Background: an optimization exercise with open tools, aiming at small area, a short achievable clock period and few clock cycles. Do not read the settings as production practice. Where RTL was checked, it was by simulation tests only, not by an equivalence proof against the original. No activity file was given, so power comes from the tool's default toggle rates.

==> module event_sched_top, before the edit <==
module event_sched_top #(
    parameter int NS = 3
) (
    input  logic        clk,
    input  logic        rst_n,
    input  logic [15:0] event_addr,
    input  logic        event_valid,
    output logic        event_ready,
    output logic [15:0] window_addr,
    output logic        window_valid,
    input  logic        window_ready
);
    localparam int N = NS + 1;
    logic [N-1:0]  seg_vld;
    logic [7:0]    seg_top [N];
    logic [7:0]    seg_lo  [N];
    logic [7:0]    seg_hi  [N];
    logic [NS-1:0] older [NS];
    logic [7:0]    ev_top;   
    logic [7:0]    ev_hi;
    logic          rdy;      
    logic [15:0]   pos;      
    logic          wv;
    logic          first;    
    logic          fresh, merge;
    logic [7:0]    new_lo;
    logic          room, consume, open_seg;
    logic [NS-1:0] alloc;
    assign event_ready  = rdy;
    assign window_valid = wv;
    assign window_addr  = pos;
    sched_ctrl sched_ctrl_inst (
        .ev_top(ev_top),
        .ev_hi(ev_hi),
        .cur_vld(seg_vld[NS]),
        .cur_top(seg_top[NS]),
        .cur_hi(seg_hi[NS]),
        .fresh(fresh),
        .merge(merge),
        .new_lo(new_lo)
    );
    assign room     = !seg_vld[NS] || !(&seg_vld[NS-1:0]);
    assign consume  = !rdy && (!fresh || merge || room);
    assign open_seg = !rdy && fresh && !merge && room;
    always_comb begin
        alloc = '0;
        for (int s = NS - 1; s >= 0; s--) begin
            if (!seg_vld[s]) alloc = NS'(1) << s;
        end
        if (!(open_seg && seg_vld[NS])) alloc = '0;
    end
    logic [7:0]   R, C, R1, C1;
    logic [N-1:0] act, cont, cov1, later;
    logic [N*N-1:0] lo_before, age_before;
    logic [N-1:0] pick_in, pick_c1, pick_l;
    logic [7:0]   ht, hc;
    logic         lo_early;
    assign R  = pos[15:8];
    assign C  = pos[7:0];
    assign R1 = R + 8'd1;
    assign C1 = C + 8'd1;
    for (genvar s = 0; s < NS; s++) begin : g_seg
        todo_lane todo_lane_inst (
            .seg_vld(seg_vld[s]),
            .seg_top(seg_top[s]),
            .seg_lo(seg_lo[s]),
            .seg_hi(seg_hi[s]),
            .first(first),
            .row(R),
            .col(C),
            .act(act[s]),
            .cont(cont[s]),
            .cov1(cov1[s]),
            .later(later[s])
        );
    end
    assign ht = seg_top[NS];
    assign hc = seg_hi[NS] - 8'd4;
    logic r_eq, r1_eq, r1_lt, c1_lt;
    assign r_eq  = (R == ht);
    assign r1_eq = (R1 == ht);
    assign r1_lt = event_sched_pkg::lt8(R1, ht);
    assign c1_lt = event_sched_pkg::lt8(C1, hc);
    assign act[NS]   = seg_vld[NS] && !first && r_eq && c1_lt;
    assign cont[NS]  = act[NS] && !event_sched_pkg::lt8(C1, seg_lo[NS]);
    assign cov1[NS]  = seg_vld[NS] && !first && r1_eq;
    assign later[NS] = seg_vld[NS] && (first || r1_lt);
    assign lo_early = event_sched_pkg::lt8(seg_lo[NS], hc);
    always_comb begin
        for (int i = 0; i < N; i++) begin
            for (int j = 0; j < N; j++) begin
                if (i == NS)      lo_before[i*N+j] = !event_sched_pkg::lt8(seg_lo[j], seg_lo[i]);
                else if (j == NS) lo_before[i*N+j] = event_sched_pkg::lt8(seg_lo[i], seg_lo[j]);
                else if (i < j)   lo_before[i*N+j] = !event_sched_pkg::lt8(seg_lo[j], seg_lo[i]);
                else              lo_before[i*N+j] = event_sched_pkg::lt8(seg_lo[i], seg_lo[j]);
                if (i == NS)      age_before[i*N+j] = 1'b0;
                else if (j == NS) age_before[i*N+j] = 1'b1;
                else if (i < j)   age_before[i*N+j] = older[i][j];
                else              age_before[i*N+j] = !older[j][i];
            end
        end
    end
    window_picker #(.N(N)) pick_in_inst (.mask(act),   .ord(lo_before),  .pick(pick_in));
    window_picker #(.N(N)) pick_c1_inst (.mask(cov1),  .ord(lo_before),  .pick(pick_c1));
    window_picker #(.N(N)) pick_l_inst  (.mask(later), .ord(age_before), .pick(pick_l));
    logic        any_act, any_cont, any_c1, any_l;
    logic [7:0]  lo_in, lo_c1, lo_l, top_l;
    logic        early_in, early_c1, early_l;
    logic        due;
    logic [15:0] nxt;
    assign any_act  = |act;
    assign any_cont = |cont;
    assign any_c1   = |cov1;
    assign any_l    = |later;
    always_comb begin
        lo_in = '0; lo_c1 = '0; lo_l = '0; top_l = '0;
        for (int s = 0; s < N; s++) begin
            lo_in    = lo_in    | ({8{pick_in[s]}} & seg_lo[s]);
            lo_c1    = lo_c1    | ({8{pick_c1[s]}} & seg_lo[s]);
            lo_l     = lo_l     | ({8{pick_l[s]}}  & seg_lo[s]);
            top_l    = top_l    | ({8{pick_l[s]}}  & seg_top[s]);
        end
    end
    assign early_in = act[NS] && (!pick_in[NS] || lo_early);
    assign early_c1 = !pick_c1[NS] || lo_early;
    assign early_l  = !pick_l[NS] || lo_early;
    always_comb begin
        if (any_act) begin
            nxt = {R, any_cont ? C1 : lo_in};
            due = event_sched_pkg::lt8(R, ht) || (r_eq && (any_cont ? c1_lt : early_in));
        end else if (any_c1) begin
            nxt = {R1, lo_c1};
            due = r1_lt || (r1_eq && early_c1);
        end else begin
            nxt = {top_l, lo_l};
            due = any_l && early_l;
        end
    end
    always_ff @(posedge clk) begin
        if (rdy && event_valid) begin
            ev_top <= event_addr[15:8] - 8'd2;
            ev_hi  <= event_addr[7:0] + 8'd2;
        end
        for (int s = 0; s < NS; s++) begin
            if (alloc[s]) begin
                seg_top[s] <= seg_top[NS];
                seg_lo[s]  <= seg_lo[NS];
                seg_hi[s]  <= seg_hi[NS];
                for (int j = 0; j < NS; j++) begin
                    if (j < s) older[j][s] <= 1'b1;
                    if (j > s) older[s][j] <= 1'b0;
                end
            end
        end
        if (open_seg) begin
            seg_top[NS] <= ev_top;
            seg_lo[NS]  <= new_lo;
        end
        if (consume && fresh) begin
            seg_hi[NS] <= ev_hi;
        end
        if ((!wv || window_ready) && due) begin
            pos <= nxt;
        end
    end
    always_ff @(posedge clk or negedge rst_n) begin
        if (!rst_n) begin
            seg_vld <= '0;
            rdy     <= 1'b1;
            wv      <= 1'b0;
            first   <= 1'b1;
        end else begin
            seg_vld[NS-1:0] <= (seg_vld[NS-1:0] & (act[NS-1:0] | cov1[NS-1:0] | later[NS-1:0])) | alloc;
            if (open_seg) seg_vld[NS] <= 1'b1;
            rdy <= rdy ? !event_valid : consume;
            if (!wv || window_ready) begin
                wv <= due;
                if (due) first <= 1'b0;
            end
        end
    end
endmodule
export LEC_CHECK = 0
export ABC_AREA = 1
export CAP_MARGIN = 20
export CORE_MARGIN = 2
export CORE_UTILIZATION = 40
export SETUP_SLACK_MARGIN = 0.5
export SLEW_MARGIN = 20
create_clock -name core_clock -period 14.5 [get_ports {clk}]
standard.sh (not shown) runs the stock make flow with config.mk's settings and CLKGATE_MAP_FILE= SYNTH_SCRIPT=/design/flow/synth_recipe.tcl, a recipe that flattens the netlist after the stock synthesis.
==> flow/flow/run.sh <==
#!/bin/bash
# The standard layout, with faster port buffers than the default choice.
set -euo pipefail
export BUFFER_PORTS_ARGS="-buffer_cell sky130_fd_sc_hd__buf_4"
bash standard.sh finish > standard_flow.log 2>&1
Edit:
--- a/flow/design.v
+++ b/flow/design.v
@@ -141,11 +141,11 @@
     logic [7:0]   R, C, R1, C1;
     logic [N-1:0] act, cont, cov1, later;
     logic [N*N-1:0] lo_before, age_before;
     logic [N-1:0] pick_in, pick_c1, pick_l;
     logic [7:0]   ht, hc;
-    logic         lo_early;
+    logic [N-1:0] lo_early, key_early;
     assign R  = pos[15:8];
     assign C  = pos[7:0];
     assign R1 = R + 8'd1;
     assign C1 = C + 8'd1;
     for (genvar s = 0; s < NS; s++) begin : g_seg
@@ -172,18 +172,16 @@
     assign c1_lt = event_sched_pkg::lt8(C1, hc);
     assign act[NS]   = seg_vld[NS] && !first && r_eq && c1_lt;
     assign cont[NS]  = act[NS] && !event_sched_pkg::lt8(C1, seg_lo[NS]);
     assign cov1[NS]  = seg_vld[NS] && !first && r1_eq;
     assign later[NS] = seg_vld[NS] && (first || r1_lt);
-    assign lo_early = event_sched_pkg::lt8(seg_lo[NS], hc);
     always_comb begin
         for (int i = 0; i < N; i++) begin
+            lo_early[i]  = event_sched_pkg::lt8(seg_lo[i], hc);
+            key_early[i] = (i == NS) ? event_sched_pkg::lt8(seg_lo[i], hc) : 1'b1;
             for (int j = 0; j < N; j++) begin
-                if (i == NS)      lo_before[i*N+j] = !event_sched_pkg::lt8(seg_lo[j], seg_lo[i]);
-                else if (j == NS) lo_before[i*N+j] = event_sched_pkg::lt8(seg_lo[i], seg_lo[j]);
-                else if (i < j)   lo_before[i*N+j] = !event_sched_pkg::lt8(seg_lo[j], seg_lo[i]);
-                else              lo_before[i*N+j] = event_sched_pkg::lt8(seg_lo[i], seg_lo[j]);
+                lo_before[i*N+j] = (i < j) ? !event_sched_pkg::lt8(seg_lo[j], seg_lo[i]) : event_sched_pkg::lt8(seg_lo[i], seg_lo[j]);
                 if (i == NS)      age_before[i*N+j] = 1'b0;
                 else if (j == NS) age_before[i*N+j] = 1'b1;
                 else if (i < j)   age_before[i*N+j] = older[i][j];
                 else              age_before[i*N+j] = !older[j][i];
             end
@@ -201,20 +199,21 @@
     assign any_cont = |cont;
     assign any_c1   = |cov1;
     assign any_l    = |later;
     always_comb begin
         lo_in = '0; lo_c1 = '0; lo_l = '0; top_l = '0;
+        early_in = 1'b0; early_c1 = 1'b0; early_l = 1'b0;
         for (int s = 0; s < N; s++) begin
             lo_in    = lo_in    | ({8{pick_in[s]}} & seg_lo[s]);
             lo_c1    = lo_c1    | ({8{pick_c1[s]}} & seg_lo[s]);
             lo_l     = lo_l     | ({8{pick_l[s]}}  & seg_lo[s]);
             top_l    = top_l    | ({8{pick_l[s]}}  & seg_top[s]);
-        end
-    end
-    assign early_in = act[NS] && (!pick_in[NS] || lo_early);
-    assign early_c1 = !pick_c1[NS] || lo_early;
-    assign early_l  = !pick_l[NS] || lo_early;
+            early_in = early_in | (pick_in[s] & lo_early[s]);
+            early_c1 = early_c1 | (pick_c1[s] & lo_early[s]);
+            early_l  = early_l  | (pick_l[s]  & key_early[s]);
+        end
+    end
     always_comb begin
         if (any_act) begin
             nxt = {R, any_cont ? C1 : lo_in};
             due = event_sched_pkg::lt8(R, ht) || (r_eq && (any_cont ? c1_lt : early_in));
         end else if (any_c1) begin
Via count grows by a little under a tenth. Setup slack improves by 0.31 ns. Power rises by a little under a tenth. Utilization is higher by 0.10 points. Worst hold slack gains 0.023 ns. Fmax rises by a little under a tenth.
Testbench counts after the change, summed over its fixed seeds: cycles 16,611.
The RTL of the first run of this note was laid out without a check of its function.

## separate check: timing with driven ports
The flow's constraints put no driver on any port. The routed layouts listed below were extracted and timed again, unchanged, in two steps.
Step 1: set_driving_cell puts a clkbuf_16 on clk and a buf_2 on each other input, an assumption about the parent block.
Step 2, shift: input delay + t, output delay - t, t = (earliest + latest rising clock arrival at the registers) / 2. This alone moves slack from input paths to output paths.
Three values: ideal, step 1, step 2; two values: the first two.
run | t (ns) | setup slack, ns | latest minus earliest clock arrival (ns) | slew at the worst register clock pin (ns) | pins driven straight from the clock port
the first run | 0.475 | 10.014 / 10.014 / 10.014 | 0.016 / 0.016 | 0.07 / 0.07 | 1
the second run | 0.469 | 10.320 / 10.274 / 10.406 | 0.017 / 0.018 | 0.08 / 0.08 | 1
After both steps every run listed still meets setup and hold.
